What follows belongs to an exercise in optimizing a design on an open flow for small area, a short achievable clock period and few clock cycles; a production flow would make more cautious choices. The RTL was checked by simulation tests, not by an equivalence proof against the original design.

==> inputs of sierra <==
## exe_top
module exe_top (
    input  logic                    clk,
    input  logic                    rst,
    input  logic                    i_valid,
    input  logic [1:0]              i_fu_sel,
    input  logic [3:0]              i_op,
    input  logic [32-1:0]    i_src_a,
    input  logic [32-1:0]    i_src_b,
    input  logic [3-1:0]   i_tag,
    input  logic [7-1:0]    i_rd,
    output logic                    o_ready,
    output logic                    o_wb_valid,
    output logic [32-1:0]    o_wb_data,
    output logic [3-1:0]   o_wb_tag,
    output logic [7-1:0]    o_wb_rd
);
Settings: LEC_CHECK=0, CAP_MARGIN=20, CORE_MARGIN=2, CORE_UTILIZATION=55, SETUP_SLACK_MARGIN=5, SLEW_MARGIN=20; clock period 10.5 ns.
run.sh (not shown) runs the stock make flow with config.mk's settings and CLKGATE_MAP_FILE= SYNTH_SCRIPT=/design/flow/synth_recipe.tcl, a recipe that flattens the netlist after the stock synthesis.
==> cedar: changes against sierra <==
--- a/flow/design.v
+++ b/flow/design.v
@@ -1808,20 +1808,23 @@
 `timescale 1ns/1ps
 `default_nettype none
 module exe_div (
     input  logic                    clk,
     input  logic                    rst,
     input  logic                    i_load,
-    input  logic [32-1:0]    i_a_mag,
-    input  logic [32-1:0]    i_b_mag,
+    input  logic [32-1:0]    i_a_inv,
+    input  logic [32-1:0]    i_b_inv,
     input  logic                    i_a_neg,
     input  logic                    i_b_neg,
+    input  logic [5:0]              i_a_lz,
+    input  logic [5:0]              i_b_lz,
     input  logic                    i_rem,
     input  logic [3-1:0]   i_tag,
     input  logic [7-1:0]    i_rd,
     output logic                    o_ready,
+    output logic                    o_ready_nx,
     output logic                    o_valid,
     output logic [32-1:0]    o_data,
     output logic [3-1:0]   o_tag,
     output logic [7-1:0]    o_rd
 );
     localparam int XL = 32;
@@ -1839,51 +1842,55 @@
     logic               want_rem_q;
     logic               dvz_q;
     logic [3-1:0] tag_q;
     logic [7-1:0]  rd_q;
     logic [5:0]         za;
     logic [5:0]         zb;
-    logic [5:0]         kd;
+    logic [6:0]         kd;
     logic               dvz;
     logic               zero_q;
-    logic [4:0]         sh;
+    logic [3:0]         cnt0;
+    logic [4:0]         sft;
+    logic [XL-1:0]      a_mag;
+    logic [XL-1:0]      b_mag;
     logic [XL+1:0]      b3;
-    always_comb begin
-        za = 6'd32;
-        zb = 6'd32;
-        for (int i = 0; i < XL; i++) begin
-            if (i_a_mag[i]) za = XL - 1 - i;
-            if (i_b_mag[i]) zb = XL - 1 - i;
-        end
-    end
-    assign kd     = zb - za;
-    assign dvz    = (i_b_mag == '0);
-    assign zero_q = dvz || (za > zb);
-    assign sh     = {kd[4:1], 1'b0};
-    assign b3     = {2'b0, i_b_mag} + {1'b0, i_b_mag, 1'b0};
-    logic [XL+2:0]      r1;
-    logic [XL+2:0]      r2;
-    logic [XL+2:0]      r3;
+    logic [2*XL-1:0]    split;
+    assign za = i_a_lz;
+    assign zb = i_b_lz;
+    assign kd     = {1'b0, zb} - ({1'b0, za} - {6'b0, i_a_neg});
+    assign dvz    = (i_b_inv == '0) && !i_b_neg;
+    assign zero_q = dvz || kd[6];
+    assign cnt0   = kd[5] ? 4'd15 : kd[4:1];
+    assign sft    = 5'd30 - {cnt0, 1'b0};
+    assign a_mag  = i_a_inv + {{(XL-1){1'b0}}, i_a_neg};
+    assign b_mag  = i_b_inv + {{(XL-1){1'b0}}, i_b_neg};
+    assign b3     = {2'b0, i_b_inv} + {1'b0, i_b_inv, 1'b0} + {{XL{1'b0}}, i_b_neg, i_b_neg};
+    assign split  = {{XL{1'b0}}, a_mag} << sft;
+    logic [XL+1:0]      px;
+    logic [XL+3:0]      r1;
+    logic [XL+3:0]      r2;
+    logic [XL+3:0]      r3;
     logic [1:0]         dig;
     logic [XL-1:0]      rem_nx;
-    assign r1 = {3'b0, rem_q} - {3'b0, dvs_q};
-    assign r2 = {3'b0, rem_q} - {2'b0, dvs_q, 1'b0};
-    assign r3 = {3'b0, rem_q} - {1'b0, dv3_q};
+    assign px = {rem_q, quo_q[XL-1:XL-2]};
+    assign r1 = {2'b0, px} - {4'b0, dvs_q};
+    assign r2 = {2'b0, px} - {3'b0, dvs_q, 1'b0};
+    assign r3 = {2'b0, px} - {2'b0, dv3_q};
     always_comb begin
-        if (!r3[XL+2]) begin
+        if (!r3[XL+3]) begin
             dig    = 2'd3;
             rem_nx = r3[XL-1:0];
-        end else if (!r2[XL+2]) begin
+        end else if (!r2[XL+3]) begin
             dig    = 2'd2;
             rem_nx = r2[XL-1:0];
-        end else if (!r1[XL+2]) begin
+        end else if (!r1[XL+3]) begin
             dig    = 2'd1;
             rem_nx = r1[XL-1:0];
         end else begin
             dig    = 2'd0;
-            rem_nx = rem_q;
+            rem_nx = px[XL-1:0];
         end
     end
     always_ff @(posedge clk) begin
         if (rst) begin
             state_q <= S_IDLE;
         end else begin
@@ -1895,23 +1902,21 @@
     end
     always_ff @(posedge clk) begin
         case (state_q)
             S_ITER: begin
                 rem_q <= rem_nx;
                 quo_q <= {quo_q[XL-3:0], dig};
-                dvs_q <= dvs_q >> 2;
-                dv3_q <= dv3_q >> 2;
                 cnt_q <= cnt_q - 1'b1;
             end
             default: begin
                 if (i_load) begin
-                    rem_q      <= i_a_mag;
-                    dvs_q      <= i_b_mag << sh;
-                    dv3_q      <= b3 << sh;
-                    quo_q      <= dvz ? '1 : '0;
-                    cnt_q      <= kd[4:1];
+                    rem_q      <= zero_q ? a_mag : split[2*XL-1:XL];
+                    quo_q      <= zero_q ? {XL{dvz}} : split[XL-1:0];
+                    dvs_q      <= b_mag;
+                    dv3_q      <= b3;
+                    cnt_q      <= cnt0;
                     neg_quo_q  <= (i_a_neg ^ i_b_neg) && !dvz;
                     neg_rem_q  <= i_a_neg;
                     want_rem_q <= i_rem;
                     tag_q      <= i_tag;
                     rd_q       <= i_rd;
                 end
@@ -1931,12 +1936,13 @@
             for (int i = XL - 1; i >= l; i--) begin
                 pfx[i] = pfx[i] & pfx[i-l];
             end
         end
     end
     assign o_ready = (state_q != S_ITER);
+    assign o_ready_nx = (state_q == S_ITER) ? (cnt_q == '0) : (!i_load || zero_q);
     assign o_valid = (state_q == S_DONE);
     assign o_data  = res_inv ^ {pfx[XL-2:0] & {(XL-1){res_neg}}, res_neg};
     assign o_tag   = tag_q;
     assign o_rd    = rd_q;
 endmodule
 `default_nettype wire
@@ -1977,37 +1983,41 @@
     assign div_in = i_fu_sel[1];
     logic               dsgn_in;
     logic               an_in;
     logic               bn_in;
     logic [XL-1:0]      a_inv;
     logic [XL-1:0]      b_inv;
-    logic [XL-1:0]      a_pfx;
-    logic [XL-1:0]      b_pfx;
-    logic [XL-1:0]      a_mag;
-    logic [XL-1:0]      b_mag;
     assign dsgn_in = (i_op == 4'd13) || (i_op == 4'd15);
     assign an_in   = dsgn_in && i_src_a[XL-1];
     assign bn_in   = dsgn_in && i_src_b[XL-1];
     assign a_inv   = i_src_a ^ {XL{an_in}};
     assign b_inv   = i_src_b ^ {XL{bn_in}};
+    logic [5:0]         a_lz0;
+    logic [5:0]         a_lo1;
+    logic [5:0]         b_lz0;
+    logic [5:0]         b_lo1;
+    logic [5:0]         a_lz_in;
+    logic [5:0]         b_lz_in;
     always_comb begin
-        a_pfx = a_inv;
-        b_pfx = b_inv;
-        for (int l = 1; l < XL; l = l * 2) begin
-            for (int i = XL - 1; i >= l; i--) begin
-                a_pfx[i] = a_pfx[i] & a_pfx[i-l];
-                b_pfx[i] = b_pfx[i] & b_pfx[i-l];
-            end
+        a_lz0 = 6'd32;
+        a_lo1 = 6'd32;
+        b_lz0 = 6'd32;
+        b_lo1 = 6'd32;
+        for (int i = 0; i < XL; i++) begin
+            if (i_src_a[i])  a_lz0 = XL - 1 - i;
+            if (!i_src_a[i]) a_lo1 = XL - 1 - i;
+            if (i_src_b[i])  b_lz0 = XL - 1 - i;
+            if (!i_src_b[i]) b_lo1 = XL - 1 - i;
         end
     end
-    assign a_mag = a_inv ^ {a_pfx[XL-2:0] & {(XL-1){an_in}}, an_in};
-    assign b_mag = b_inv ^ {b_pfx[XL-2:0] & {(XL-1){bn_in}}, bn_in};
+    assign a_lz_in = an_in ? a_lo1 : a_lz0;
+    assign b_lz_in = bn_in ? b_lo1 : b_lz0;
     always_comb begin
         xa     = 1'b0;
         y_in   = {1'b0, i_src_b};
-        e_in   = {1'b0, b_mag};
+        e_in   = {1'b0, b_inv};
         cin_in = 1'b0;
         sel_in = SEL_LO;
         if (i_fu_sel == 2'd1) begin
             xa     = (i_op == 4'd11) && i_src_a[XL-1];
             y_in   = {(i_op == 4'd11) && i_src_b[XL-1], i_src_b};
             e_in   = '0;
@@ -2092,33 +2102,50 @@
     logic [ND-1:0]      a_neg;
     logic [XL:0]        a_e;
     logic               a_cin;
     logic [1:0]         a_sel;
     logic               a_an;
     logic               a_bn;
+    logic [5:0]         a_alz;
+    logic [5:0]         a_blz;
     logic               a_drem;
     logic [3-1:0] a_tag;
     logic [7-1:0]  a_rd;
     logic               div_rdy;
+    logic               div_rdy_nx;
     logic               div_load;
-    assign o_ready  = !(a_v && a_div && !div_rdy);
+    logic               rdy_q;
+    logic               a_v_nx;
+    logic               a_div_nx;
+    assign o_ready  = rdy_q;
     assign div_load = a_v && a_div && div_rdy;
+    assign a_v_nx   = rdy_q ? i_valid : a_v;
+    assign a_div_nx = rdy_q ? div_in : a_div;
+    always_ff @(posedge clk) begin
+        if (rst) begin
+            rdy_q <= 1'b1;
+        end else begin
+            rdy_q <= !(a_v_nx && a_div_nx && !div_rdy_nx);
+        end
+    end
     always_ff @(posedge clk) begin
         if (rst) begin
             a_v <= 1'b0;
         end else if (o_ready) begin
             a_v <= i_valid;
         end
     end
     always_ff @(posedge clk) begin
         if (o_ready) begin
             a_div  <= div_in;
-            a_x    <= div_in ? {1'b0, a_mag} : {xa, i_src_a};
+            a_x    <= div_in ? {1'b0, a_inv} : {xa, i_src_a};
             a_e    <= e_in;
             a_an   <= an_in;
             a_bn   <= bn_in;
+            a_alz  <= a_lz_in;
+            a_blz  <= b_lz_in;
             a_drem <= (i_op == 4'd15) || (i_op == 4'd12);
             a_tag  <= i_tag;
             a_rd   <= i_rd;
         end
     end
     always_ff @(posedge clk) begin
@@ -2183,20 +2210,23 @@
     logic [3-1:0] dv_tag;
     logic [7-1:0]  dv_rd;
     exe_div div_i (
         .clk     (clk),
         .rst     (rst),
         .i_load  (div_load),
-        .i_a_mag (a_x[XL-1:0]),
-        .i_b_mag (a_e[XL-1:0]),
+        .i_a_inv (a_x[XL-1:0]),
+        .i_b_inv (a_e[XL-1:0]),
         .i_a_neg (a_an),
         .i_b_neg (a_bn),
+        .i_a_lz  (a_alz),
+        .i_b_lz  (a_blz),
         .i_rem   (a_drem),
         .i_tag   (a_tag),
         .i_rd    (a_rd),
         .o_ready (div_rdy),
+        .o_ready_nx (div_rdy_nx),
         .o_valid (dv_v),
         .o_data  (dv_data),
         .o_tag   (dv_tag),
         .o_rd    (dv_rd)
     );
     logic               h_v;
==> flow/flow/run.sh (new file) <==
#!/bin/bash
set -euo pipefail
bash standard.sh SETUP_SLACK_MARGIN=6.9 "BUFFER_PORTS_ARGS=-buffer_cell sky130_fd_sc_hd__buf_2" finish > standard_flow.log 2>&1
==> flow/standard.sh (new file) <==
#!/bin/bash
# synth_recipe.tcl (not shown) runs the flow's synth.tcl, then flattens the netlist and writes it again
# the make line also repeats each setting of config.mk as NAME=value (left out here)
make -C /OpenROAD-flow-scripts/flow DESIGN_CONFIG=/design/flow/config.mk WORK_HOME=/design/flow/orfs CLKGATE_MAP_FILE= SYNTH_SCRIPT=/design/flow/synth_recipe.tcl "${@:-finish}"
==> flow/config.mk (replaced) <==
export PLATFORM = sky130hd
export DESIGN_NAME = exe_top
export DESIGN_NICKNAME = exe_top
export VERILOG_FILES = /design/flow/design.v
export SDC_FILE = /design/flow/constraint.sdc
export NUM_CORES = 4
export LEC_CHECK = 0
export ABC_AREA = 1
export CAP_MARGIN = 20
export CORE_MARGIN = 2
export CORE_UTILIZATION = 55
export CTS_CLUSTER_DIAMETER = 80
export CTS_CLUSTER_SIZE = 30
export SETUP_SLACK_MARGIN = 5
export SLEW_MARGIN = 20
removed: flow/run.sh
==> results_dict.tcl <==
set metrics [dict create \
    status "complete, no violations" \
    synth_edf_count 279 \
    h-tree-depth 2 \
    multi_input_area_share 0.599 \
    grt_pass1_wl_um 384000 \
    start_util 0.554 \
    die_x_um 335 \
    switching_share 0.542 \
    wl_met2_um 109000 \
    cp-start-kind "input pin" \
    skew_ns 0.0494 \
]
[end of results for cedar]
==> results_dict.tcl <==
set metrics [dict create \
    status "complete, no violations" \
    die_x_um 336 \
    h-tree-depth 3 \
    multi_input_area_share 0.647 \
    start_util 0.555 \
    synth_edf_count 265 \
    use_met3 0.107 \
    powerClk_mw 2.55 \
    hold_class "flip-flop to flip-flop" \
    cp-start-kind "flip-flop" \
    cp-startpoint "stage_i.a_x[1]" \
    grt_pass1_wl_um 341000 \
    skew_ns 0.0364 \
    via_per_inst 6.66 \
    grt_setup_unrepaired "true" \
    switching_share 0.516 \
]
[end of results for sierra]
Testbench counts of sierra, summed over its fixed seeds: cycles 3,655.
Testbench counts of cedar, summed over its fixed seeds: cycles 3,662.

==> re-timing with driven ports <==
The flow's constraints put no driver on any port. The routed layouts listed below were extracted and timed again, unchanged, in two steps. Step 1 sets driving cells, clkbuf_16 on the clock port and buf_2 on the other inputs (assumed; they add their load-dependent delay and slew). Step 2 moves the port delays by t, midway between the first and last clock arrival at a register: inputs arrive t later, outputs are due t later. That takes back most of the time a late clock gives input paths. Three values: ideal, step 1, step 2; two values: the first two.
run	t, ns	setup slack, ns	hold WS [ns]	latest minus earliest clock arrival (ns)
sierra	0.746	5.148 / 5.148 / 4.493	0.324 / 0.324 / 0.324	0.046 / 0.047
cedar	0.748	6.507 / 6.522 / 5.773	0.346 / 0.346 / 0.346	0.052 / 0.051
After both steps every run listed still meets setup and hold. For cedar, which loses most, drivers alone change the setup slack by +0.015 ns; drivers and shift together by -0.734 ns.
